What follows belongs to an exercise in optimizing a design on an open flow for small area, a short achievable clock period and few clock cycles per item; a production flow would make more cautious choices.
Where RTL was checked, it was by simulation tests only, not by an equivalence proof against the original.
No functional check of the RTL was part of run 1.
Power figures rest on the tool's default switching activity, not on a simulated workload.

==> flow/design.v, too long to show whole: its modules and the start of the top module <==
// module cnn_dvcon_fa: 11 lines
// module cnn_dvcon_bsel: 11 lines
// module cnn_dvcon: 3182 lines
module cnn_dvcon
(
  input  logic               aclk,
  input  logic               aresetn,
  input  logic [cnn_dvcon_pkg::TDATA_W-1:0] s_axis_tdata,
  input  logic               s_axis_tvalid,
  output logic               s_axis_tready,
  output logic [cnn_dvcon_pkg::ACC_W-1:0]   m_axis_tdata,
  output logic               m_axis_tvalid,
  input  logic               m_axis_tready
);
  // ...
==> flow/flow/run.sh <==
#!/bin/bash
# Standard layout (the standard.sh), except that the port buffers are
# sky130_fd_sc_hd__buf_2 cells rather than the delay cells buffer_ports picks by default.
set -e
export BUFFER_PORTS_ARGS="-buffer_cell sky130_fd_sc_hd__buf_2"
bash standard.sh > standard_flow.log 2>&1
==> flow/standard.sh <==
#!/bin/bash
# synth_recipe.tcl (not shown) runs the flow's synth.tcl, then flattens the netlist and writes it again
# the make line also repeats each setting of config.mk as NAME=value (left out here)
make -C /OpenROAD-flow-scripts/flow DESIGN_CONFIG=/design/flow/config.mk WORK_HOME=/design/flow/orfs CLKGATE_MAP_FILE= SYNTH_SCRIPT=/design/flow/synth_recipe.tcl "${@:-finish}"
==> flow/config.mk <==
export PLATFORM = sky130hd
export DESIGN_NAME = cnn_dvcon
export DESIGN_NICKNAME = cnn_dvcon
export VERILOG_FILES = /design/flow/design.v
export SDC_FILE = /design/flow/constraint.sdc
export NUM_CORES = 4
export LEC_CHECK = 0
export CAP_MARGIN = 20
export CORE_MARGIN = 2
export CORE_UTILIZATION = 40
export SLEW_MARGIN = 20
export SYNTH_HIERARCHICAL = 1
==> flow/constraint.sdc <==
create_clock -name core_clock -period 8.0 [get_ports {aclk}]
set_input_delay 1.6000 -clock core_clock [delete_from_list [all_inputs] [get_ports {aclk}]]
set_output_delay 1.6000 -clock core_clock [all_outputs]
set_load 0.01 [all_outputs]
==> results.txt, run 1 <==
signal buffers share of area 0.0407; Synth top cells by count 550 x fa_1, 498 x nand2_1, 155 x edfxtp_1; Crit Path Max Fanout 8; status no timing/DRC/antenna violations; hold depth 0; Ys Warns 7; largest family of logic cells by synthesized area adder cells; Hold WC Path Type flip-flop to flip-flop; crit path from r1_fc_548; met3 routed WL 5.78 mm; period utilisation layout 0.612; CTS Hold Bufs 0; Most Crowded Layer GR met2; largest net degree at the start of global routing 62; gp weighted congestion 1.00; iteration count of the initial detailed-routing pass 5; Cell Int Power 0.00496 W; Initial Util 0.406; post-synthesis register bit count 157; Layout Cells excl Fill 2219; total CTS buffers 17; # clk buffers 19; hold_ws 0.429 ns; GR Util All Layers 0.269; Data arrival, critical path 3.30 ns; initial antenna violation count 2; Synth area leader fa_1; Synth Area in Compound Gates 0.00697
==> run 2, diff against run 1 <==
--- a/flow/design.v
+++ b/flow/design.v
@@ -1849,55 +1849,51 @@
   logic fs_552;
   logic fc_552;
   logic fs_553;
   logic fc_553;
   logic fs_554;
   logic fc_554;
   logic fs_555;
   logic fc_555;
+  logic fs_556;
+  logic fc_556;
+  logic fs_557;
+  logic fc_557;
+  logic fs_558;
+  logic fc_558;
+  logic fs_559;
+  logic fc_559;
   logic r1_r0_fs_3;
   logic r1_r0_fs_14;
   logic r1_fs_462;
   logic r1_fs_464;
   logic r1_fs_468;
   logic r1_fs_473;
   logic r1_fs_480;
-  logic r1_fc_480;
   logic r1_fs_488;
+  logic r1_fc_480;
   logic r1_fc_488;
   logic r1_fs_497;
   logic r1_fc_497;
   logic r1_fs_507;
-  logic r1_fc_506;
-  logic r1_fs_517;
-  logic r1_fc_507;
-  logic r1_fs_527;
-  logic r1_fc_527;
-  logic r1_fs_536;
-  logic r1_fc_536;
-  logic r1_fs_543;
-  logic r1_fc_543;
-  logic r1_fs_549;
-  logic r1_fc_548;
-  logic r1_fs_552;
-  logic r1_fc_549;
-  logic r1_fc_552;
+  logic r1_fs_518;
+  logic r1_fs_528;
+  logic r1_fc_518;
+  logic r1_fc_528;
+  logic r1_fs_537;
+  logic r1_fc_537;
+  logic r1_fs_544;
+  logic r1_fc_544;
+  logic r1_fs_550;
   logic r1_fs_554;
-  logic r1_fc_554;
-  logic r1_fs_555;
-  logic r1_fc_555;
-  logic fs_556;
-  logic fc_556;
-  logic fs_557;
-  logic fc_557;
-  logic fs_558;
-  logic fc_558;
-  logic fs_559;
-  logic fc_559;
+  logic r1_fs_557;
+  logic r1_fs_559;
+  logic r1_fc_558;
+  logic r1_fc_559;
   logic en;
   logic [ACC_W-1:0] rowa, rowb, msum, sum;
   logic [2:1] vld;
   assign en = !m_axis_tvalid || m_axis_tready;
   assign s_axis_tready = en;
   assign m_axis_tvalid = vld[2];
   always_ff @(posedge aclk or negedge aresetn)
     if (!aresetn) vld <= '0;
@@ -3001,59 +2997,59 @@
   cnn_dvcon_fa u_fa510 (.a(r0_fc_329), .b(r0_fs_366), .c(r0_fs_367), .s(fs_510), .co(fc_510));
   cnn_dvcon_fa u_fa511 (.a(r0_fs_368), .b(r0_fs_369), .c(r0_fc_330), .s(fs_511), .co(fc_511));
   cnn_dvcon_fa u_fa512 (.a(r0_fs_370), .b(fc_498), .c(fc_499), .s(fs_512), .co(fc_512));
   cnn_dvcon_fa u_fa513 (.a(fc_500), .b(fc_501), .c(fs_508), .s(fs_513), .co(fc_513));
   cnn_dvcon_fa u_fa514 (.a(fs_509), .b(fs_510), .c(fs_511), .s(fs_514), .co(fc_514));
   cnn_dvcon_fa u_fa515 (.a(fc_502), .b(fc_503), .c(fc_504), .s(fs_515), .co(fc_515));
   cnn_dvcon_fa u_fa516 (.a(fs_512), .b(fs_513), .c(fs_514), .s(fs_516), .co(fc_516));
   cnn_dvcon_fa u_fa517 (.a(fc_505), .b(fs_515), .c(fs_516), .s(fs_517), .co(fc_517));
-  cnn_dvcon_fa u_fa518 (.a(r0_fc_365), .b(r0_fc_366), .c(r0_fc_367), .s(fs_518), .co(fc_518));
-  cnn_dvcon_fa u_fa519 (.a(r0_fc_368), .b(r0_fc_369), .c(r0_fs_399), .s(fs_519), .co(fc_519));
-  cnn_dvcon_fa u_fa520 (.a(r0_fs_400), .b(r0_fc_370), .c(r0_fs_401), .s(fs_520), .co(fc_520));
-  cnn_dvcon_fa u_fa521 (.a(r0_fs_402), .b(r0_fs_403), .c(fc_508), .s(fs_521), .co(fc_521));
-  cnn_dvcon_fa u_fa522 (.a(fc_509), .b(fc_510), .c(fc_511), .s(fs_522), .co(fc_522));
-  cnn_dvcon_fa u_fa523 (.a(fs_518), .b(fs_519), .c(fs_520), .s(fs_523), .co(fc_523));
-  cnn_dvcon_fa u_fa524 (.a(fc_512), .b(fc_513), .c(fc_514), .s(fs_524), .co(fc_524));
-  cnn_dvcon_fa u_fa525 (.a(fs_521), .b(fs_522), .c(fs_523), .s(fs_525), .co(fc_525));
-  cnn_dvcon_fa u_fa526 (.a(fc_515), .b(fc_516), .c(fs_524), .s(fs_526), .co(fc_526));
-  cnn_dvcon_fa u_fa527 (.a(fs_525), .b(fc_517), .c(fs_526), .s(fs_527), .co(fc_527));
-  cnn_dvcon_fa u_fa528 (.a(r0_fs_424), .b(r0_fc_399), .c(r0_fc_400), .s(fs_528), .co(fc_528));
-  cnn_dvcon_fa u_fa529 (.a(r0_fs_425), .b(r0_fc_401), .c(r0_fc_402), .s(fs_529), .co(fc_529));
-  cnn_dvcon_fa u_fa530 (.a(r0_fs_426), .b(r0_fc_403), .c(r0_fs_427), .s(fs_530), .co(fc_530));
-  cnn_dvcon_fa u_fa531 (.a(r0_fs_428), .b(fc_518), .c(fc_519), .s(fs_531), .co(fc_531));
-  cnn_dvcon_fa u_fa532 (.a(fc_520), .b(fs_528), .c(fs_529), .s(fs_532), .co(fc_532));
-  cnn_dvcon_fa u_fa533 (.a(fs_530), .b(fc_521), .c(fc_522), .s(fs_533), .co(fc_533));
-  cnn_dvcon_fa u_fa534 (.a(fc_523), .b(fs_531), .c(fs_532), .s(fs_534), .co(fc_534));
-  cnn_dvcon_fa u_fa535 (.a(fc_524), .b(fs_533), .c(fc_525), .s(fs_535), .co(fc_535));
-  cnn_dvcon_fa u_fa536 (.a(fs_534), .b(fc_526), .c(fs_535), .s(fs_536), .co(fc_536));
-  cnn_dvcon_fa u_fa537 (.a(r0_fc_425), .b(r0_fc_426), .c(r0_fc_427), .s(fs_537), .co(fc_537));
-  cnn_dvcon_fa u_fa538 (.a(r0_fc_428), .b(r0_fs_444), .c(r0_fs_445), .s(fs_538), .co(fc_538));
-  cnn_dvcon_fa u_fa539 (.a(r0_fs_446), .b(fc_528), .c(fc_529), .s(fs_539), .co(fc_539));
-  cnn_dvcon_fa u_fa540 (.a(fc_530), .b(fs_537), .c(fs_538), .s(fs_540), .co(fc_540));
-  cnn_dvcon_fa u_fa541 (.a(fc_531), .b(fc_532), .c(fs_539), .s(fs_541), .co(fc_541));
-  cnn_dvcon_fa u_fa542 (.a(fs_540), .b(fc_533), .c(fc_534), .s(fs_542), .co(fc_542));
-  cnn_dvcon_fa u_fa543 (.a(fs_541), .b(fc_535), .c(fs_542), .s(fs_543), .co(fc_543));
-  cnn_dvcon_fa u_fa544 (.a(r0_fc_443), .b(r0_fs_454), .c(r0_fc_444), .s(fs_544), .co(fc_544));
-  cnn_dvcon_fa u_fa545 (.a(r0_fs_455), .b(r0_fc_445), .c(r0_fs_456), .s(fs_545), .co(fc_545));
-  cnn_dvcon_fa u_fa546 (.a(r0_fc_446), .b(fc_537), .c(fc_538), .s(fs_546), .co(fc_546));
-  cnn_dvcon_fa u_fa547 (.a(fs_544), .b(fs_545), .c(fc_539), .s(fs_547), .co(fc_547));
-  cnn_dvcon_fa u_fa548 (.a(fc_540), .b(fs_546), .c(fc_541), .s(fs_548), .co(fc_548));
-  cnn_dvcon_fa u_fa549 (.a(fs_547), .b(fc_542), .c(fs_548), .s(fs_549), .co(fc_549));
-  cnn_dvcon_fa u_fa550 (.a(r0_fc_456), .b(r0_fs_459), .c(r0_fs_460), .s(fs_550), .co(fc_550));
-  cnn_dvcon_fa u_fa551 (.a(fc_544), .b(fc_545), .c(fs_550), .s(fs_551), .co(fc_551));
-  cnn_dvcon_fa u_fa552 (.a(fc_546), .b(fs_551), .c(fc_547), .s(fs_552), .co(fc_552));
-  cnn_dvcon_fa u_fa553 (.a(r0_fc_459), .b(r0_fs_461), .c(r0_fc_460), .s(fs_553), .co(fc_553));
-  cnn_dvcon_fa u_fa554 (.a(fc_550), .b(fs_553), .c(fc_551), .s(fs_554), .co(fc_554));
-  assign fs_555 = ~(fc_553 ^ r0_fc_461);
-  assign fc_555 = fc_553 | r0_fc_461;
-  cnn_dvcon_fa u_fa556 (.a(r1_fc_506), .b(r1_fs_517), .c(r1_fc_507), .s(fs_556), .co(fc_556));
-  cnn_dvcon_fa u_fa557 (.a(r1_fc_548), .b(r1_fs_552), .c(r1_fc_549), .s(fs_557), .co(fc_557));
-  cnn_dvcon_fa u_fa558 (.a(r1_fc_552), .b(r1_fs_554), .c(fc_557), .s(fs_558), .co(fc_558));
-  cnn_dvcon_fa u_fa559 (.a(r1_fc_554), .b(r1_fs_555), .c(fc_558), .s(fs_559), .co(fc_559));
+  cnn_dvcon_fa u_fa518 (.a(fc_506), .b(fs_517), .c(fc_507), .s(fs_518), .co(fc_518));
+  cnn_dvcon_fa u_fa519 (.a(r0_fc_365), .b(r0_fc_366), .c(r0_fc_367), .s(fs_519), .co(fc_519));
+  cnn_dvcon_fa u_fa520 (.a(r0_fc_368), .b(r0_fc_369), .c(r0_fs_399), .s(fs_520), .co(fc_520));
+  cnn_dvcon_fa u_fa521 (.a(r0_fs_400), .b(r0_fc_370), .c(r0_fs_401), .s(fs_521), .co(fc_521));
+  cnn_dvcon_fa u_fa522 (.a(r0_fs_402), .b(r0_fs_403), .c(fc_508), .s(fs_522), .co(fc_522));
+  cnn_dvcon_fa u_fa523 (.a(fc_509), .b(fc_510), .c(fc_511), .s(fs_523), .co(fc_523));
+  cnn_dvcon_fa u_fa524 (.a(fs_519), .b(fs_520), .c(fs_521), .s(fs_524), .co(fc_524));
+  cnn_dvcon_fa u_fa525 (.a(fc_512), .b(fc_513), .c(fc_514), .s(fs_525), .co(fc_525));
+  cnn_dvcon_fa u_fa526 (.a(fs_522), .b(fs_523), .c(fs_524), .s(fs_526), .co(fc_526));
+  cnn_dvcon_fa u_fa527 (.a(fc_515), .b(fc_516), .c(fs_525), .s(fs_527), .co(fc_527));
+  cnn_dvcon_fa u_fa528 (.a(fs_526), .b(fc_517), .c(fs_527), .s(fs_528), .co(fc_528));
+  cnn_dvcon_fa u_fa529 (.a(r0_fs_424), .b(r0_fc_399), .c(r0_fc_400), .s(fs_529), .co(fc_529));
+  cnn_dvcon_fa u_fa530 (.a(r0_fs_425), .b(r0_fc_401), .c(r0_fc_402), .s(fs_530), .co(fc_530));
+  cnn_dvcon_fa u_fa531 (.a(r0_fs_426), .b(r0_fc_403), .c(r0_fs_427), .s(fs_531), .co(fc_531));
+  cnn_dvcon_fa u_fa532 (.a(r0_fs_428), .b(fc_519), .c(fc_520), .s(fs_532), .co(fc_532));
+  cnn_dvcon_fa u_fa533 (.a(fc_521), .b(fs_529), .c(fs_530), .s(fs_533), .co(fc_533));
+  cnn_dvcon_fa u_fa534 (.a(fs_531), .b(fc_522), .c(fc_523), .s(fs_534), .co(fc_534));
+  cnn_dvcon_fa u_fa535 (.a(fc_524), .b(fs_532), .c(fs_533), .s(fs_535), .co(fc_535));
+  cnn_dvcon_fa u_fa536 (.a(fc_525), .b(fs_534), .c(fc_526), .s(fs_536), .co(fc_536));
+  cnn_dvcon_fa u_fa537 (.a(fs_535), .b(fc_527), .c(fs_536), .s(fs_537), .co(fc_537));
+  cnn_dvcon_fa u_fa538 (.a(r0_fc_425), .b(r0_fc_426), .c(r0_fc_427), .s(fs_538), .co(fc_538));
+  cnn_dvcon_fa u_fa539 (.a(r0_fc_428), .b(r0_fs_444), .c(r0_fs_445), .s(fs_539), .co(fc_539));
+  cnn_dvcon_fa u_fa540 (.a(r0_fs_446), .b(fc_529), .c(fc_530), .s(fs_540), .co(fc_540));
+  cnn_dvcon_fa u_fa541 (.a(fc_531), .b(fs_538), .c(fs_539), .s(fs_541), .co(fc_541));
+  cnn_dvcon_fa u_fa542 (.a(fc_532), .b(fc_533), .c(fs_540), .s(fs_542), .co(fc_542));
+  cnn_dvcon_fa u_fa543 (.a(fs_541), .b(fc_534), .c(fc_535), .s(fs_543), .co(fc_543));
+  cnn_dvcon_fa u_fa544 (.a(fs_542), .b(fc_536), .c(fs_543), .s(fs_544), .co(fc_544));
+  cnn_dvcon_fa u_fa545 (.a(r0_fc_443), .b(r0_fs_454), .c(r0_fc_444), .s(fs_545), .co(fc_545));
+  cnn_dvcon_fa u_fa546 (.a(r0_fs_455), .b(r0_fc_445), .c(r0_fs_456), .s(fs_546), .co(fc_546));
+  cnn_dvcon_fa u_fa547 (.a(r0_fc_446), .b(fc_538), .c(fc_539), .s(fs_547), .co(fc_547));
+  cnn_dvcon_fa u_fa548 (.a(fs_545), .b(fs_546), .c(fc_540), .s(fs_548), .co(fc_548));
+  cnn_dvcon_fa u_fa549 (.a(fc_541), .b(fs_547), .c(fc_542), .s(fs_549), .co(fc_549));
+  cnn_dvcon_fa u_fa550 (.a(fs_548), .b(fc_543), .c(fs_549), .s(fs_550), .co(fc_550));
+  cnn_dvcon_fa u_fa551 (.a(r0_fc_456), .b(r0_fs_459), .c(r0_fs_460), .s(fs_551), .co(fc_551));
+  cnn_dvcon_fa u_fa552 (.a(fc_545), .b(fc_546), .c(fs_551), .s(fs_552), .co(fc_552));
+  cnn_dvcon_fa u_fa553 (.a(fc_547), .b(fs_552), .c(fc_548), .s(fs_553), .co(fc_553));
+  cnn_dvcon_fa u_fa554 (.a(fc_549), .b(fs_553), .c(fc_550), .s(fs_554), .co(fc_554));
+  cnn_dvcon_fa u_fa555 (.a(r0_fc_459), .b(r0_fs_461), .c(r0_fc_460), .s(fs_555), .co(fc_555));
+  cnn_dvcon_fa u_fa556 (.a(fc_551), .b(fs_555), .c(fc_552), .s(fs_556), .co(fc_556));
+  cnn_dvcon_fa u_fa557 (.a(fs_556), .b(fc_553), .c(fc_554), .s(fs_557), .co(fc_557));
+  assign fs_558 = ~(fc_555 ^ r0_fc_461);
+  assign fc_558 = fc_555 | r0_fc_461;
+  cnn_dvcon_fa u_fa559 (.a(fs_558), .b(fc_556), .c(fc_557), .s(fs_559), .co(fc_559));
   always_ff @(posedge aclk)
     if (en) begin
       r0_fs_3 <= fs_3;
       r0_fs_14 <= fs_14;
       r0_fs_31 <= fs_31;
       r0_fc_14 <= fc_14;
       r0_fs_32 <= fs_32;
       r0_fs_55 <= fs_55;
@@ -3177,39 +3173,35 @@
       r0_fc_461 <= fc_461;
       r1_r0_fs_3 <= r0_fs_3;
       r1_r0_fs_14 <= r0_fs_14;
       r1_fs_462 <= fs_462;
       r1_fs_464 <= fs_464;
       r1_fs_468 <= fs_468;
       r1_fs_473 <= fs_473;
       r1_fs_480 <= fs_480;
-      r1_fc_480 <= fc_480;
       r1_fs_488 <= fs_488;
+      r1_fc_480 <= fc_480;
       r1_fc_488 <= fc_488;
       r1_fs_497 <= fs_497;
       r1_fc_497 <= fc_497;
       r1_fs_507 <= fs_507;
-      r1_fc_506 <= fc_506;
-      r1_fs_517 <= fs_517;
-      r1_fc_507 <= fc_507;
-      r1_fs_527 <= fs_527;
-      r1_fc_527 <= fc_527;
-      r1_fs_536 <= fs_536;
-      r1_fc_536 <= fc_536;
-      r1_fs_543 <= fs_543;
-      r1_fc_543 <= fc_543;
-      r1_fs_549 <= fs_549;
-      r1_fc_548 <= fc_548;
-      r1_fs_552 <= fs_552;
-      r1_fc_549 <= fc_549;
-      r1_fc_552 <= fc_552;
+      r1_fs_518 <= fs_518;
+      r1_fs_528 <= fs_528;
+      r1_fc_518 <= fc_518;
+      r1_fc_528 <= fc_528;
+      r1_fs_537 <= fs_537;
+      r1_fc_537 <= fc_537;
+      r1_fs_544 <= fs_544;
+      r1_fc_544 <= fc_544;
+      r1_fs_550 <= fs_550;
       r1_fs_554 <= fs_554;
-      r1_fc_554 <= fc_554;
-      r1_fs_555 <= fs_555;
-      r1_fc_555 <= fc_555;
+      r1_fs_557 <= fs_557;
+      r1_fs_559 <= fs_559;
+      r1_fc_558 <= fc_558;
+      r1_fc_559 <= fc_559;
     end
-  assign rowa = {1'b1, r1_fc_555, fs_559, fs_558, fs_557, r1_fc_543, r1_fc_536, r1_fc_527, r1_fs_527, fs_556, r1_fc_497, r1_fc_488, r1_fc_480, r1_fs_480, r1_fs_473, r1_fs_468, r1_fs_464, r1_fs_462, r1_r0_fs_14, r1_r0_fs_3};
-  assign rowb = {1'b0, fc_559, 1'b0, 1'b0, 1'b0, r1_fs_549, r1_fs_543, r1_fs_536, fc_556, 1'b0, r1_fs_507, r1_fs_497, r1_fs_488, 1'b0, 1'b0, 1'b0, 1'b0, 1'b0, 1'b0, 1'b0};
+  assign rowa = {1'b1, r1_fc_558, r1_fs_559, r1_fs_557, r1_fs_554, r1_fc_544, r1_fc_537, r1_fc_528, r1_fs_528, r1_fs_518, r1_fc_497, r1_fc_488, r1_fs_488, r1_fs_480, r1_fs_473, r1_fs_468, r1_fs_464, r1_fs_462, r1_r0_fs_14, r1_r0_fs_3};
+  assign rowb = {1'b0, r1_fc_559, 1'b0, 1'b0, 1'b0, r1_fs_550, r1_fs_544, r1_fs_537, r1_fc_518, 1'b0, r1_fs_507, r1_fs_497, r1_fc_480, 1'b0, 1'b0, 1'b0, 1'b0, 1'b0, 1'b0, 1'b0};
   assign msum = rowa + rowb;
   assign sum = ~msum;
   assign m_axis_tdata = sum;
 endmodule
==> flow/config.mk (replaced) <==
export PLATFORM = sky130hd
export DESIGN_NAME = cnn_dvcon
export DESIGN_NICKNAME = cnn_dvcon
export VERILOG_FILES = /design/flow/design.v
export SDC_FILE = /design/flow/constraint.sdc
export NUM_CORES = 4
export LEC_CHECK = 0
export ABC_CLOCK_PERIOD_IN_PS = 1000
export CAP_MARGIN = 20
export CORE_MARGIN = 2
export CORE_UTILIZATION = 40
export SLEW_MARGIN = 20
export SYNTH_HIERARCHICAL = 1
==> run 2 against run 1 <==
- still clean
- first-iteration DRC count decreased by 3.2%
- power increased by 1.7%
- worst hold slack got worse by 0.0043 ns
- die area decreased by 0.69%
- cell count about the same
- non-clock buffer count decreased by 1
- area after synthesis decreased by 0.70%
- design area decreased by 0.54%
- critical path depth unchanged
- wire length decreased by 1.6%
- utilization decreased by 0.15 points
- critical endpoint is now r1_fs_559
- highest routed layer unchanged
==> results.txt, run 2 <==
hold_sp r0_fs_3 (unchanged); status no timing/DRC/antenna violations (unchanged); worst-margin pin slew 0.893 ns (was 0.781 ns); Mapped Area 0.0192 mm2 (was 0.0194 mm2); crit path time final 4.18 ns (was 4.90 ns); Switching Fraction 0.426 (was 0.428); WS Path Type flip-flop to flip-flop (was flip-flop to primary output); Post-layout nets 2305 (was 2308); Starting DRT DRC Count 963 (was 995); Reg power frac 0.241 (was 0.242); Area Overhead vs Synth 9.22% (was 9.04%); Crit Path Max Fanout 1 (was 8); post-synthesis register bit count 153 (was 157); total congestion overflow 0 (unchanged); Hold WC Path Type flip-flop to flip-flop (unchanged); commonest non-fill, non-tap cell in the layout fa_1 (unchanged); Critical R2R Launch r0_fc_365 (was r0_fc_324); crit end category flip-flop (was primary output); Mapped Cells 1528 (was 1532); final instance area 0.0210 mm2 (was 0.0211 mm2); crit start category flip-flop (unchanged); max reg flops 2 (unchanged); core area 0.0476 mm2 (was 0.0477 mm2); Worst VDD drop 0.293 mV (was 0.282 mV); crit path from r0_fc_365 (was r1_fc_548); worst-case clock buffer depth 2 (unchanged); row count 80 (unchanged); relative slew slack 0.405 (was 0.479); I/O Buffers 169 (unchanged); CTS Hold Bufs 0 (unchanged); Data arrival, critical path 4.35 ns (was 3.30 ns); top cells by area, synth fa_1 57%, edfxtp_1 24%, nand2_1 9.8% (was fa_1 57%, edfxtp_1 24%, nand2_1 9.6%); hold depth 0 (unchanged); flop-to-flop setup slack 3.82 ns (was 4.93 ns); chip width 223 um (was 224 um); initial antenna violation count 7 (was 2); Synth area leader fa_1 (unchanged); global-route wire length before repair 92.5 mm (was 94.0 mm); Layout Utilization 0.441 (was 0.443); Reg-to-Reg End r1_fs_559 (was r1_fs_527); Via Count 12000 (was 12200); Largest Register vld (unchanged); iteration count of the initial detailed-routing pass 5 (unchanged); ANT nets after route 0 (unchanged); H-Tree Depth 4 (unchanged); hold endpoint r1_r0_fs_3 (unchanged); Post-synth EDFFs 151 (was 155); Die Area 0.0499 mm2 (was 0.0502 mm2); CTS Sinks 153 (was 157); IO Count 170 (unchanged); gp weighted congestion 0.943 (was 1.00); area occupied by multi-input gates 0.0140 mm2 (about the same); Setup TNS 0 ns (unchanged); # setup viols final 0 (unchanged); layout cells sized above 1 0.127 (about the same); Crit path required time 8.17 ns (was 6.40 ns); Initial Util 0.404 (was 0.406); skew final 0.0126 ns (was 0.0114 ns); Worst-path clk slew 0.06 ns (was 0.07 ns); count leader, synth fa_1 (unchanged); sequential area share after synthesis 0.238 (was 0.243); Yosys cell types 37 (was 40); Sw Pwr 0.00375 W (was 0.00372 W); Synth Area per Inst 12.6 um2 (was 12.7 um2); Top FF cell, synth edfxtp_1 (unchanged); Post-CTS Setup Bufs 0 (unchanged); post_cts resized 0 (unchanged); placed inst area 0.0204 mm2 (was 0.0205 mm2); total power 0.00882 W (was 0.00868 W); clock root buffer clkbuf_16 (unchanged); Ys Warns 7 (unchanged); RSZ-0062 raised after global routing false (unchanged); estimated wirelength of the detail-placed design 56.4 mm (about the same); DR WL/cell 28.7 um (was 29.2 um); Clock Latency Late Sink 0.44 ns (was 0.43 ns); total CTS buffers 17 (unchanged); fmax 239 MHz (was 204 MHz); reg2reg path depth 8 (was 5); P per Cell Area 420 mW/mm2 (was 411 mW/mm2); Comb power frac 0.660 (was 0.659); GR Util All Layers 0.266 (was 0.269); Die Span Y 223 um (was 224 um); Cell Int Power 0.00507 W (was 0.00496 W); leak pwr 7.53 nW (was 7.57 nW); commonest cells after routing, fill and taps aside 550 x fa_1, 500 x nand2_1, 169 x buf_2 (was 550 x fa_1, 498 x nand2_1, 169 x buf_2); vias in the first global route 13700 (was 13800); Synth top area share 0.572 (was 0.568); syn nets 2245 (was 2249); period utilisation layout 0.522 (was 0.612); FF/Latch Area 0.00458 mm2 (was 0.00470 mm2); Post-synth ARST share 0.0131 (was 0.0127); CTS tree done (unchanged); Final Slew Violations 0 (unchanged); DR vias/cell 5.42 (was 5.51); largest net degree at the start of global routing 152 (was 62); # DRC 0 (unchanged); MaxCap Viol Count 0 (unchanged); Post-Route WL 63.7 mm (was 64.7 mm); final hold violation count 0 (unchanged); Synth top cells by count 550 x fa_1, 500 x nand2_1, 151 x edfxtp_1 (was 550 x fa_1, 498 x nand2_1, 155 x edfxtp_1); Clock power frac 0.099 (about the same); number of fill cells in the layout 4385 (was 4328)
-- run 2: changes by cell type in the layout (fill, tap and decap cells not counted), moves of 2 or more --
cell | before | now
o21ai_0 | 0 | 2
edfxtp_1 | 155 | 151
and3_1 | 0 | 2
nand3_1 | 3 | 5
nand2_1 | 498 | 500
buf_4 | 2 | 0
o21ai_1 | 2 | 0
nand4_1 | 6 | 3
nor2b_1 | 0 | 2
-- run 2: per-layer routing --
metal,wire [um],global-route usage,vias to the layer above
li1,-,-,4792
met1,24600,0.332,6471
met2,30800,0.437,600
met3,6270,0.0948,131
met4,1970,0.0843,12
met5,76,0,-
-- run 2: final cells by class --
cell class              count  area share
flip-flops and latches    153       0.218
well taps                 615      0.0366
diodes                      1    0.000119
repair buffers            170      0.0412
clock inverters            13     0.00917
inverters                  41     0.00732
clock buffers              19      0.0206
multi-input cells        1205       0.667
-- run 2: through the flow --
step	setup slack (ns)	hold WS [ns]	std cells
after floorplan	1.05	0.400	1528
after global placement	3.44	0.401	2184
after detailed placement	3.39	0.407	2184
after CTS	3.72	0.421	2216
after global routing	3.64	0.423	2216
final	3.82	0.425	2217
-- run 2: how the worst max path moves through the flow --
stage | cells past startpoint | endpoint
floorplan | 1 | s_axis_tready
global placement | 7 | r0_fs_283
detailed placement | 7 | r0_fs_283
CTS | 8 | m_axis_tdata[17]
global route | 8 | m_axis_tdata[15]
finish | 8 | r1_fs_559
-- run 2: Yosys stat by module, one instance, submodules excluded --
module | cells | flops+latches | cell area, um2 | times used
cnn_dvcon | 979 | 153 | 8260 | 1
cnn_dvcon_fa | 1 | 0 | 20.0 | 549
-- run 2: cells by family after synthesis --
logic type	share of synthesized area
adders and majority gates	0.584
buffers and inverters	0.0337
DFF	0.238
muxes	0.000585
AOI/OAI and AO/OA	0.00754
xor gates and xnor gates	0.00319
and+or+nand+nor	0.132
-- run 2: power by group through the flow --
stage / logic (W) / registers (W) / clock network (W)
2_1_floorplan: 0.00382 / 0.00209 / 0
3_3_place_gp: 0.00581 / 0.00213 / 0
3_5_place_dp: 0.00598 / 0.00215 / 0
4_1_cts: 0.00599 / 0.00213 / 0.000890
5_1_grt: 0.00679 / 0.00217 / 0.000916
6_report: 0.00582 / 0.00213 / 0.000872
-- run 2: worst max-delay path, cell delays in order (launching register included) --
cell and delay, ns:
edfxtp_1 0.41, fa_1 0.52, fa_1 0.48, fa_1 0.45
fa_1 0.40, fa_1 0.41, fa_1 0.39, fa_1 0.39
fa_1 0.46
Testbench counts of run 2, summed over its fixed seeds: cycles 16,016, items 16,000.
==> run 3, diff against run 2 <==
--- a/flow/config.mk
+++ b/flow/config.mk
@@ -5,9 +5,9 @@
 export SDC_FILE = /design/flow/constraint.sdc
 export NUM_CORES = 4
 export LEC_CHECK = 0
-export ABC_CLOCK_PERIOD_IN_PS = 1000
 export CAP_MARGIN = 20
 export CORE_MARGIN = 2
 export CORE_UTILIZATION = 40
+export SETUP_SLACK_MARGIN = 4.3
 export SLEW_MARGIN = 20
 export SYNTH_HIERARCHICAL = 1
==> run 3 against run 2 <==
- utilization is 6.3 points higher
- clock skew is 0.00067 ns lower
- first-iteration DRC count is 6.6% higher
- via count is 1.3% higher
- register-to-register slack better by 0.26 ns
- sequential power hardly changed
- die area stayed put
- setup slack better by 0.24 ns
- synthesized cell count stayed put
- cell count is 0.90% higher
- largest cell class unchanged
- highest routed layer unchanged
==> results.txt, run 3 <==
Synth Area per Inst 12.6 um2 (unchanged); clock root buffer clkbuf_16 (unchanged); DR WL/cell 29.1 um (was 28.7 um); leak pwr 8.23 nW (was 7.53 nW); I/O Buffers 169 (unchanged); top cells by area, synth fa_1 57%, edfxtp_1 24%, nand2_1 9.8% (unchanged); # setup viols final 0 (unchanged); core area 0.0476 mm2 (unchanged); H-Tree Depth 4 (unchanged); relative slew slack 0.421 (was 0.405); Top FF cell, synth edfxtp_1 (unchanged); hold depth 0 (unchanged); layout cells sized above 1 0.486 (was 0.127); Clock Latency Late Sink 0.44 ns (about the same); Setup TNS 0 ns (unchanged); post-synthesis xor/xnor area fraction 0.00319 (unchanged); DR vias/cell 5.44 (was 5.42); syn nets 2245 (unchanged); Post-layout nets 2326 (was 2305); Crit path required time 6.40 ns (was 8.17 ns); WS Path Type flip-flop to primary output (was flip-flop to flip-flop); Mapped Area 0.0192 mm2 (unchanged); gp weighted congestion 0.968 (was 0.943); largest family of logic cells by synthesized area adder cells (unchanged); Synth top area share 0.572 (unchanged); worst-case clock buffer depth 2 (unchanged); Die Area 0.0499 mm2 (unchanged); Data arrival, critical path 2.33 ns (was 4.35 ns); chip width 223 um (unchanged); RSZ-0062 raised after global routing true (was false); placed inst area 0.0218 mm2 (was 0.0204 mm2); CTS Hold Bufs 0 (unchanged); final instance area 0.0240 mm2 (was 0.0210 mm2); initial antenna violation count 4 (was 7); n_diodes 0 (was 1); count leader, synth fa_1 (unchanged); largest net degree at the start of global routing 83 (was 152); Initial Util 0.404 (unchanged); Slowest cell on crit path fa_2 (was fa_1); worst slack at placement 3.57 ns (was 3.39 ns); number of fill cells in the layout 4088 (was 4385); vias in the first global route 14100 (was 13700); period utilisation layout 0.492 (was 0.522); # DRC 0 (unchanged); max reg flops 2 (unchanged); MaxCap Viol Count 0 (unchanged); fmax 254 MHz (was 239 MHz); final hold violation count 0 (unchanged); CTS Sinks 153 (unchanged); worst-margin pin slew 0.869 ns (was 0.893 ns); Post-Route WL 65.0 mm (was 63.7 mm); Largest Register vld (unchanged); Hold WC Path Type flip-flop to flip-flop (unchanged); Post-synth EDFFs 151 (unchanged); crit end category primary output (was flip-flop); CTS tree done (unchanged); crit path time final 3.93 ns (was 4.18 ns); estimated wirelength of the detail-placed design 56.2 mm (was 56.4 mm); max incr delay on CP 0.37 ns (was 0.52 ns); GR Util All Layers 0.273 (was 0.266); P per Cell Area 395 mW/mm2 (was 420 mW/mm2); total CTS buffers 17 (unchanged); total power 0.00948 W (was 0.00882 W); Worst VDD drop 0.337 mV (was 0.293 mV); commonest non-fill, non-tap cell in the layout nand2_1 (was fa_1); iteration count of the initial detailed-routing pass 8 (was 5); Crit Path Max Fanout 3 (was 1); Yosys cell types 37 (unchanged); Layout Cells excl Fill 2237 (was 2217); IO Count 170 (unchanged); Synth Area in Adders 0.584 (unchanged); setup slack after layout 4.07 ns (was 3.82 ns); post-synthesis register bit count 153 (unchanged); Synth Area in Simple Gates 0.132 (unchanged); Starting DRT DRC Count 1027 (was 963); global-route wire length before repair 95.4 mm (was 92.5 mm); Area Overhead vs Synth 24.9% (was 9.22%); ANT nets after route 0 (unchanged); total congestion overflow 0 (unchanged); Final Slew Violations 0 (unchanged); Worst-path clk slew 0.07 ns (was 0.06 ns); Synth top cells by count 550 x fa_1, 500 x nand2_1, 151 x edfxtp_1 (unchanged); status no timing/DRC/antenna violations (unchanged); Mapped Cells 1528 (unchanged); skew final 0.0119 ns (was 0.0126 ns); commonest cells after routing, fill and taps aside 369 x nand2_1, 366 x fa_2, 184 x fa_1 (was 550 x fa_1, 500 x nand2_1, 169 x buf_2); reg2reg path depth 8 (unchanged); Synth Area in Compound Gates 0.00754 (unchanged); proportion of synthesized area in mux cells 0.000585 (unchanged); crit start category flip-flop (unchanged); sequential area share after synthesis 0.238 (unchanged); Ys Warns 7 (unchanged); Placed Cells 2185 (was 2184); row count 80 (unchanged); CP Cell Sequence ha_2 > inv_2 > fa_2 > nand2b_4 > a211oi_4 > buf_4 > nor2_4 > xor2_1 > buf_2 (was fa_1 > fa_1 > fa_1 > fa_1 > fa_1 > fa_1 > fa_1 > fa_1); Die Span Y 223 um (unchanged); Post-synth ARST share 0.0131 (unchanged); Via Count 12200 (was 12000); Synth area leader fa_1 (unchanged)
-- run 3: final timing paths --
path | startpoint | end | slack (ns)
worst max-delay path | r1_fc_480 | m_axis_tdata[13] | 4.07
worst min-delay path | r0_fs_3 | r1_r0_fs_3 | 0.43
worst max register to register | r0_fc_400 | r1_fs_559 | 4.08
worst min register to register | r0_fs_3 | r1_r0_fs_3 | 0.43
max in group asynchronous | aresetn | vld[1] | 6.97
min in group asynchronous | aresetn | vld[2] | 0.93
-- run 3: Yosys stat by module, one instance, submodules excluded --
module / area (um2) / cells / copies in the design
cnn_dvcon: 8260 / 979 / 1
cnn_dvcon_fa: 20.0 / 1 / 549
-- run 3: report_power, final --
part	switching, W	internal (W)
combinational	0.00338	0.00309
sequential	0.000219	0.00192
clock	0.000346	0.000526
-- run 3: per-layer routing --
layer | vias to the layer above | wire length (um) | global-route usage
met5 | - | 39 | 0
met2 | 562 | 31300 | 0.441
met3 | 122 | 5950 | 0.0860
li1 | 4837 | - | -
met1 | 6640 | 26300 | 0.363
met4 | 6 | 1450 | 0.0647
-- run 3: cell type report --
class	instances	area, um2	share of cell area
flip-flops and latches	153	4580	0.191
clock inverters	13	194	0.00807
multi-input cells	1205	15800	0.656
inverters	41	154	0.00640
clock buffers	19	433	0.0180
repair buffers	191	2140	0.0891
well taps	615	769	0.0320
-- run 3: timing repair --
item | 4_1_cts | 5_1_grt
pin swaps | 81 | 78
setup endpoints to repair | 63 | 38
buffers inserted | 11 | 8
resized for setup | 333 | 99
-- run 3: logic make-up after synthesis --
logic type               Yosys count
buffers and inverters            170
multiplexers                       1
adder cells (fa/ha/maj)          569
AND/OR/NAND/NOR                  608
XOR/XNOR                           7
AO/OA/AOI/OAI                     20
flip-flops                       153
-- run 3: metrics by stage --
step / hold slack (ns) / utilization
floorplan: 0.400 / -
global placement: 0.403 / 0.457
detailed placement: 0.410 / 0.457
CTS: 0.431 / 0.495
global route: 0.440 / 0.504
finish: 0.428 / 0.504
-- run 3: critical path, delay by kind of cell (launching register included) --
kind                     cells  cell delay [ns]
XOR/XNOR                     1             0.14
AND/OR/NAND/NOR              2             0.23
adder cells (fa/ha/maj)      2             0.55
AO/OA/AOI/OAI                1             0.28
flip-flops                   1             0.34
buffers and inverters        3             0.36
==> run 4, diff against run 3 <==
--- a/flow/config.mk
+++ b/flow/config.mk
@@ -8,6 +8,5 @@
 export CAP_MARGIN = 20
 export CORE_MARGIN = 2
 export CORE_UTILIZATION = 40
-export SETUP_SLACK_MARGIN = 4.3
 export SLEW_MARGIN = 20
 export SYNTH_HIERARCHICAL = 1
==> run 4 against run 3 <==
- synthesized cell count unchanged
- power decreased by 6.9%
- clock skew increased by 0.00067 ns
- first-iteration DRC count decreased by 6.2%
- maximum frequency decreased by 5.9%
- wire length decreased by 2.0%
- highest routed layer unchanged
- register-to-register slack got worse by 0.26 ns
- critical endpoint is now r1_fs_559
- sequential share of layout area increased by 2.7 points
- critical path depth decreased by 1
==> results.txt, run 4 <==
status no timing/DRC/antenna violations (unchanged); Reg-to-Reg End r1_fs_559 (unchanged); global-route wire length before repair 92.5 mm (was 95.4 mm); # setup viols final 0 (unchanged); Via Count 12000 (was 12200); sequential area share after synthesis 0.238 (unchanged); CTS Hold Bufs 0 (unchanged); met1 GRT Util 0.332 (was 0.363); total CTS buffers 17 (unchanged); core area 0.0476 mm2 (unchanged); Worst VDD drop 0.293 mV (was 0.337 mV); Ys Warns 7 (unchanged); Die Span Y 223 um (unchanged); Critical R2R Launch r0_fc_365 (was r0_fc_400); Data arrival, critical path 4.35 ns (was 2.33 ns); IO Count 170 (unchanged); clock root buffer clkbuf_16 (unchanged); Mapped Cells 1528 (unchanged); worst-case clock buffer depth 2 (unchanged); area occupied by multi-input gates 0.0140 mm2 (was 0.0158 mm2); I/O Buffers 169 (unchanged); # DRC 0 (unchanged); Worst-path clk slew 0.06 ns (was 0.07 ns); gp weighted congestion 0.943 (was 0.968); period utilisation layout 0.522 (was 0.492); layout cells sized above 1 0.127 (was 0.486); GR Util All Layers 0.266 (was 0.273); total congestion overflow 0 (unchanged); crit path from r0_fc_365 (was r1_fc_480); CTS Sinks 153 (unchanged); crit end category flip-flop (was primary output); CTS tree done (unchanged); P per Cell Area 420 mW/mm2 (was 395 mW/mm2); largest net degree at the start of global routing 152 (was 83); Synth area leader fa_1 (unchanged); H-Tree Depth 4 (unchanged); row count 80 (unchanged); count leader, synth fa_1 (unchanged); Crit path required time 8.17 ns (was 6.40 ns); fmax 239 MHz (was 254 MHz); Synth Area per Inst 12.6 um2 (unchanged); met3 track demand over resource 0.0948 (was 0.0860); relative slew slack 0.405 (was 0.421); number of fill cells in the layout 4385 (was 4088); commonest non-fill, non-tap cell in the layout fa_1 (was nand2_1); Post-layout nets 2305 (was 2326); worst-margin pin slew 0.893 ns (was 0.869 ns); Initial Util 0.404 (unchanged); leak pwr 7.53 nW (was 8.23 nW); top cells by area, synth fa_1 57%, edfxtp_1 24%, nand2_1 9.8% (unchanged); vias in the first global route 13700 (was 14100); Most Crowded Layer GR met2 (unchanged); iteration count of the initial detailed-routing pass 5 (was 8); hold_ws 0.425 ns (was 0.428 ns); Top FF cell, synth edfxtp_1 (unchanged); hold_sp r0_fs_3 (unchanged); Area Overhead vs Synth 9.22% (was 24.9%); post_cts resized 0 (was 333); crit start category flip-flop (unchanged); Post-synth ARST share 0.0131 (unchanged); Crit Path Max Fanout 1 (was 3); met2 GRT Util 0.437 (was 0.441); FF/Latch Area 0.00458 mm2 (unchanged); final hold violation count 0 (unchanged); Mapped Area 0.0192 mm2 (unchanged); Yosys cell types 37 (unchanged); ANT nets after route 0 (unchanged); MaxCap Viol Count 0 (unchanged); Post-Route WL 63.7 mm (was 65.0 mm); Starting DRT DRC Count 963 (was 1027); max reg flops 2 (unchanged); DR vias/cell 5.42 (was 5.44); Setup TNS 0 ns (unchanged); post-synthesis register bit count 153 (unchanged); estimated wirelength of the detail-placed design 56.4 mm (was 56.2 mm); crit path time final 4.18 ns (was 3.93 ns); Hold WC Path Type flip-flop to flip-flop (unchanged); RSZ-0062 raised after global routing false (was true); Synth top cells by count 550 x fa_1, 500 x nand2_1, 151 x edfxtp_1 (unchanged); skew final 0.0126 ns (was 0.0119 ns); Post-CTS Setup Bufs 0 (was 11); syn nets 2245 (unchanged); commonest cells after routing, fill and taps aside 550 x fa_1, 500 x nand2_1, 169 x buf_2 (was 369 x nand2_1, 366 x fa_2, 184 x fa_1); flop-to-flop setup slack 3.82 ns (was 4.08 ns); WS Path Type flip-flop to flip-flop (was flip-flop to primary output); Die Area 0.0499 mm2 (unchanged); Clock Latency Late Sink 0.44 ns (about the same); hold endpoint r1_r0_fs_3 (unchanged); Largest Register vld (unchanged); chip width 223 um (unchanged); initial antenna violation count 7 (was 4); Synth top area share 0.572 (unchanged); Post-synth EDFFs 151 (unchanged); Final Slew Violations 0 (unchanged); DR WL/cell 28.7 um (was 29.1 um); reg2reg path depth 8 (unchanged); hold depth 0 (unchanged)
## run 4: cell counts after synthesis
Identical to the previous run, type by type.
## run 4: worst max-delay path by stage
stage	endpoint	slack, ns
2_1_floorplan	s_axis_tready	1.05
3_3_place_gp	r0_fs_283	3.44
3_5_place_dp	r0_fs_283	3.39
4_1_cts	m_axis_tdata[17]	3.72
5_1_grt	m_axis_tdata[15]	3.64
6_report	r1_fs_559	3.82
## run 4: Yosys stat by module (local to each module, per instance)
module	cells inside	cell area [um2]	times used	flops+latches
cnn_dvcon_fa	1	20.0	549	0
cnn_dvcon	979	8260	1	153
## run 4: final cells by class
type / count / share of cell area
Inverter: 41 / 0.00732
Antenna cell: 1 / 0.000119
Sequential cell: 153 / 0.218
Clock inverter: 13 / 0.00917
Clock buffer: 19 / 0.0206
Timing Repair Buffer: 170 / 0.0412
Tap cell: 615 / 0.0366
Multi-Input combinational cell: 1205 / 0.667
## run 4: worst max-delay path, cell delays in order, from the launching register on
cell	delay, ns
edfxtp_1	0.41
fa_1	0.52
fa_1	0.48
fa_1	0.45
fa_1	0.40
fa_1	0.41
fa_1	0.39
fa_1	0.39
fa_1	0.46
## run 4: cell families after synthesis
group                    share of synthesized area
XOR/XNOR                                   0.00319
adder cells (fa/ha/maj)                      0.584
AO/OA/AOI/OAI                              0.00754
multiplexers                              0.000585
AND/OR/NAND/NOR                              0.132
buffers and inverters                       0.0337
flip-flops                                   0.238
## run 4: routing by layer
layer  vias up  part of all wire
met5         -            0.0012
met2       600              0.48
met3       131             0.098
li1       4792                 -
met4        12             0.031
met1      6471              0.39
## run 4: stage by stage
stage / cells / setup slack (ns) / total power (W) / instance area [um2] / utilization
5_1_grt: 2216 / 3.64 / 0.00988 / 21000 / 0.441
4_1_cts: 2216 / 3.72 / 0.00902 / 21000 / 0.441
3_3_place_gp: 2184 / 3.44 / 0.00794 / 20400 / 0.428
2_1_floorplan: 1528 / 1.05 / 0.00590 / 19200 / -
3_5_place_dp: 2184 / 3.39 / 0.00813 / 20400 / 0.428
6_report: 2217 / 3.82 / 0.00882 / 21000 / 0.441
## run 4: report_power, final
part | internal (W) | switching [W] | total [W]
Clock | 0.000526 | 0.000346 | 0.000872
Sequential | 0.00192 | 0.000211 | 0.00213
Combinational | 0.00263 | 0.00320 | 0.00582
==> run 5, diff against run 4 <==
--- a/flow/config.mk
+++ b/flow/config.mk
@@ -8,5 +8,6 @@
 export CAP_MARGIN = 20
 export CORE_MARGIN = 2
 export CORE_UTILIZATION = 40
+export SETUP_SLACK_MARGIN = 4.0
 export SLEW_MARGIN = 20
 export SYNTH_HIERARCHICAL = 1
==> run 5 against run 4 <==
- still clean
- non-clock buffer count grew 5
- maximum frequency grew 5.2%
- sequential power is essentially flat
- critical path depth shrank 2
- critical path type is now input port to flip-flop
- largest cell class unchanged
- highest routed layer unchanged
==> results.txt, run 5 <==
Post-synth ARST share 0.0131 (unchanged); Clock Latency Late Sink 0.45 ns (was 0.44 ns); count leader, synth fa_1 (unchanged); status no timing/DRC/antenna violations (unchanged); Mapped Cells 1528 (unchanged); row count 80 (unchanged); syn nets 2245 (unchanged); worst-case clock buffer depth 2 (unchanged); iteration count of the initial detailed-routing pass 5 (unchanged); setup slack after layout 4.03 ns (was 3.82 ns); total CTS buffers 17 (unchanged); Setup TNS 0 ns (unchanged); Ys Warns 7 (unchanged); crit start category input port (was flip-flop); skew final 0.0114 ns (was 0.0126 ns); Area Overhead vs Synth 11.1% (was 9.22%); Synth area leader fa_1 (unchanged); Final Slew Violations 0 (unchanged); worst slack at placement 3.49 ns (was 3.39 ns); estimated wirelength of the detail-placed design 55.5 mm (was 56.4 mm); # DRC 0 (unchanged); IO Count 170 (unchanged); worst-margin pin slew 0.920 ns (was 0.893 ns); Post-Route WL 64.1 mm (was 63.7 mm); Largest Register vld (unchanged); gp weighted congestion 0.983 (was 0.943); DR WL/cell 28.8 um (was 28.7 um); crit end category flip-flop (unchanged); P per Cell Area 415 mW/mm2 (was 420 mW/mm2); MaxCap Viol Count 0 (unchanged); DR vias/cell 5.54 (was 5.42); layout cells sized above 1 0.213 (was 0.127); Sw Pwr 0.00379 W (was 0.00375 W); core area 0.0476 mm2 (unchanged); flop-to-flop setup slack 4.09 ns (was 3.82 ns); Worst-path clk slew 0.07 ns (was 0.06 ns); Initial Util 0.404 (unchanged); global-route wire length before repair 94.5 mm (was 92.5 mm); Via Count 12300 (was 12000); Comb power frac 0.673 (was 0.660); crit path time final 3.97 ns (was 4.18 ns); leak pwr 7.57 nW (was 7.53 nW); Synth top cells by count 550 x fa_1, 500 x nand2_1, 151 x edfxtp_1 (unchanged); Post-layout nets 2311 (was 2305); max reg flops 2 (unchanged); Post-synth EDFFs 151 (unchanged); Mapped Area 0.0192 mm2 (unchanged); Yosys cell types 37 (unchanged); Hold WC Path Type flip-flop to flip-flop (unchanged); vias in the first global route 14000 (was 13700); Starting DRT DRC Count 1192 (was 963); Worst VDD drop 0.310 mV (was 0.293 mV); fmax 252 MHz (was 239 MHz); period utilisation layout 0.497 (was 0.522); largest net degree at the start of global routing 73 (was 152); I/O Buffers 169 (unchanged); sequential area share after synthesis 0.238 (unchanged); # setup viols final 0 (unchanged); Cell Int Power 0.00508 W (was 0.00507 W); WS Path Type input port to flip-flop (was flip-flop to flip-flop); commonest cells after routing, fill and taps aside 487 x nand2_1, 457 x fa_1, 162 x buf_2 (was 550 x fa_1, 500 x nand2_1, 169 x buf_2); Die Span Y 223 um (unchanged); GR Util All Layers 0.269 (was 0.266); Synth top area share 0.572 (unchanged); Top FF cell, synth edfxtp_1 (unchanged); initial antenna violation count 3 (was 7); Clock power frac 0.088 (was 0.099); ANT nets after route 0 (unchanged); final hold violation count 0 (unchanged); Reg power frac 0.240 (was 0.241); relative slew slack 0.387 (was 0.405); CTS Sinks 153 (unchanged); post-synthesis register bit count 153 (unchanged); total congestion overflow 0 (unchanged); H-Tree Depth 4 (unchanged); commonest non-fill, non-tap cell in the layout nand2_1 (was fa_1); Die Area 0.0499 mm2 (unchanged); Switching Fraction 0.427 (was 0.426); top cells by area, synth fa_1 57%, edfxtp_1 24%, nand2_1 9.8% (unchanged); chip width 223 um (unchanged); CTS Hold Bufs 0 (unchanged); clock root buffer clkbuf_16 (unchanged); Data arrival, critical path 4.15 ns (was 4.35 ns); CTS tree done (unchanged); Crit Path Max Fanout 8 (was 1); Crit path required time 8.18 ns (was 8.17 ns); Synth Area per Inst 12.6 um2 (unchanged); RSZ-0062 raised after global routing true (was false)
## run 5: critical path: stages
cell,delay (ns)
buf_2,0.28
nand2_1,0.14
fa_1,0.52
fa_1,0.66
fa_2,0.50
fa_1,0.45
## run 5: worst paths after layout
path | from | endpoint | depth (start not counted)
max | s_axis_tdata[90] | r0_fs_283 | 6
min | r0_fs_14 | r1_r0_fs_14 | 0
max reg2reg | r0_fs_425 | r1_fs_559 | 8
min reg2reg | r0_fs_14 | r1_r0_fs_14 | 0
max in group asynchronous | aresetn | vld[2] | 1
min in group asynchronous | aresetn | vld[1] | 1
## run 5: final cells by class
type | instances | area (um2)
clock buffer | 17 | 425
fill | 4303 | 26300
tap | 615 | 769
sequential | 153 | 4580
antenna | 2 | 5.00
inverter | 41 | 154
clock inverter | 15 | 126
multi-input combinational | 1206 | 14400
timing repair buffer | 175 | 908
## run 5: repair_timing
action	in CTS	in global routing
resized for setup	17	21
pin swaps	9	5
endpoints found under the setup margin	11	16
gates cloned	1	0
buffers inserted	1	3
## run 5: power groups by stage
stage          clock network [W]  logic (W)  registers, W
2_1_floorplan                  0    0.00389       0.00208
5_1_grt                 0.000823    0.00689       0.00218
3_5_place_dp                   0    0.00595       0.00214
4_1_cts                 0.000798    0.00606       0.00213
6_report                0.000780    0.00597       0.00213
3_3_place_gp                   0    0.00581       0.00213
## run 5: cell families after synthesis
kind of cell / after synthesis / share of synthesized area
AND/OR/NAND/NOR: 608 / 0.132
adder cells (fa/ha/maj): 569 / 0.584
buffers and inverters: 170 / 0.0337
flip-flops: 153 / 0.238
AO/OA/AOI/OAI: 20 / 0.00754
XOR/XNOR: 7 / 0.00319
multiplexers: 1 / 0.000585
## run 5: per-layer routing
layer,vias up,track usage,share of wire
li1,4807,-,-
met1,6715,0.367,0.40
met2,659,0.446,0.49
met3,128,0.0523,0.086
met4,2,0.0725,0.025
met5,-,0,0.00017
## run 5: modules after synthesis, one instance, submodules excluded
module / copies in the design / area, um2
cnn_dvcon: 1 / 8260
cnn_dvcon_fa: 549 / 20.0
## run 5: through the flow
step           hold WS (ns)   util  area [um2]  total power (W)  cells
2_1_floorplan         0.400      -       20400          0.00597   1528
3_3_place_gp          0.401  0.434       20700          0.00794   2185
3_5_place_dp          0.405  0.434       20700          0.00809   2185
4_1_cts               0.416  0.447       21300          0.00899   2219
5_1_grt               0.446  0.449       21400          0.00989   2223
6_report              0.420  0.449       21400          0.00888   2224

## afterwards: timing with drivers on the ports
The results above use ideal ports. As a check the final layouts listed here were re-extracted and re-timed, cells and wires unchanged. Step 1: set_driving_cell puts a clkbuf_16 on aclk and a buf_2 on each other input, an assumption about the parent block. Step 2, shift: input delay + t, output delay - t, t = (earliest + latest rising clock arrival at the registers) / 2. This alone moves slack from input paths to output paths. Slacks: ideal ports / drivers / drivers and shift; pairs: ideal ports / drivers.
| run | shift t [ns] | setup slack, ns | worst slew at a driven data input, ns | cell pins on the clock port's net |
|---|---|---|---|---|
| run 1 | 0.481 | 3.101 / 3.047 / 3.348 | 0.08 | 1 |
| run 2 | 0.484 | 3.821 / 3.781 / 3.367 | 0.08 | 1 |
| run 3 | 0.489 | 4.065 / 4.013 / 3.696 | 0.11 | 1 |
| run 4 | 0.484 | 3.821 / 3.781 / 3.367 | 0.08 | 1 |
| run 5 | 0.493 | 4.027 / 4.006 / 3.556 | 0.10 | 1 |
After both steps setup and hold are still met in every run listed. For run 5, which loses most, drivers alone change the setup slack by -0.021 ns; drivers and shift together by -0.471 ns.
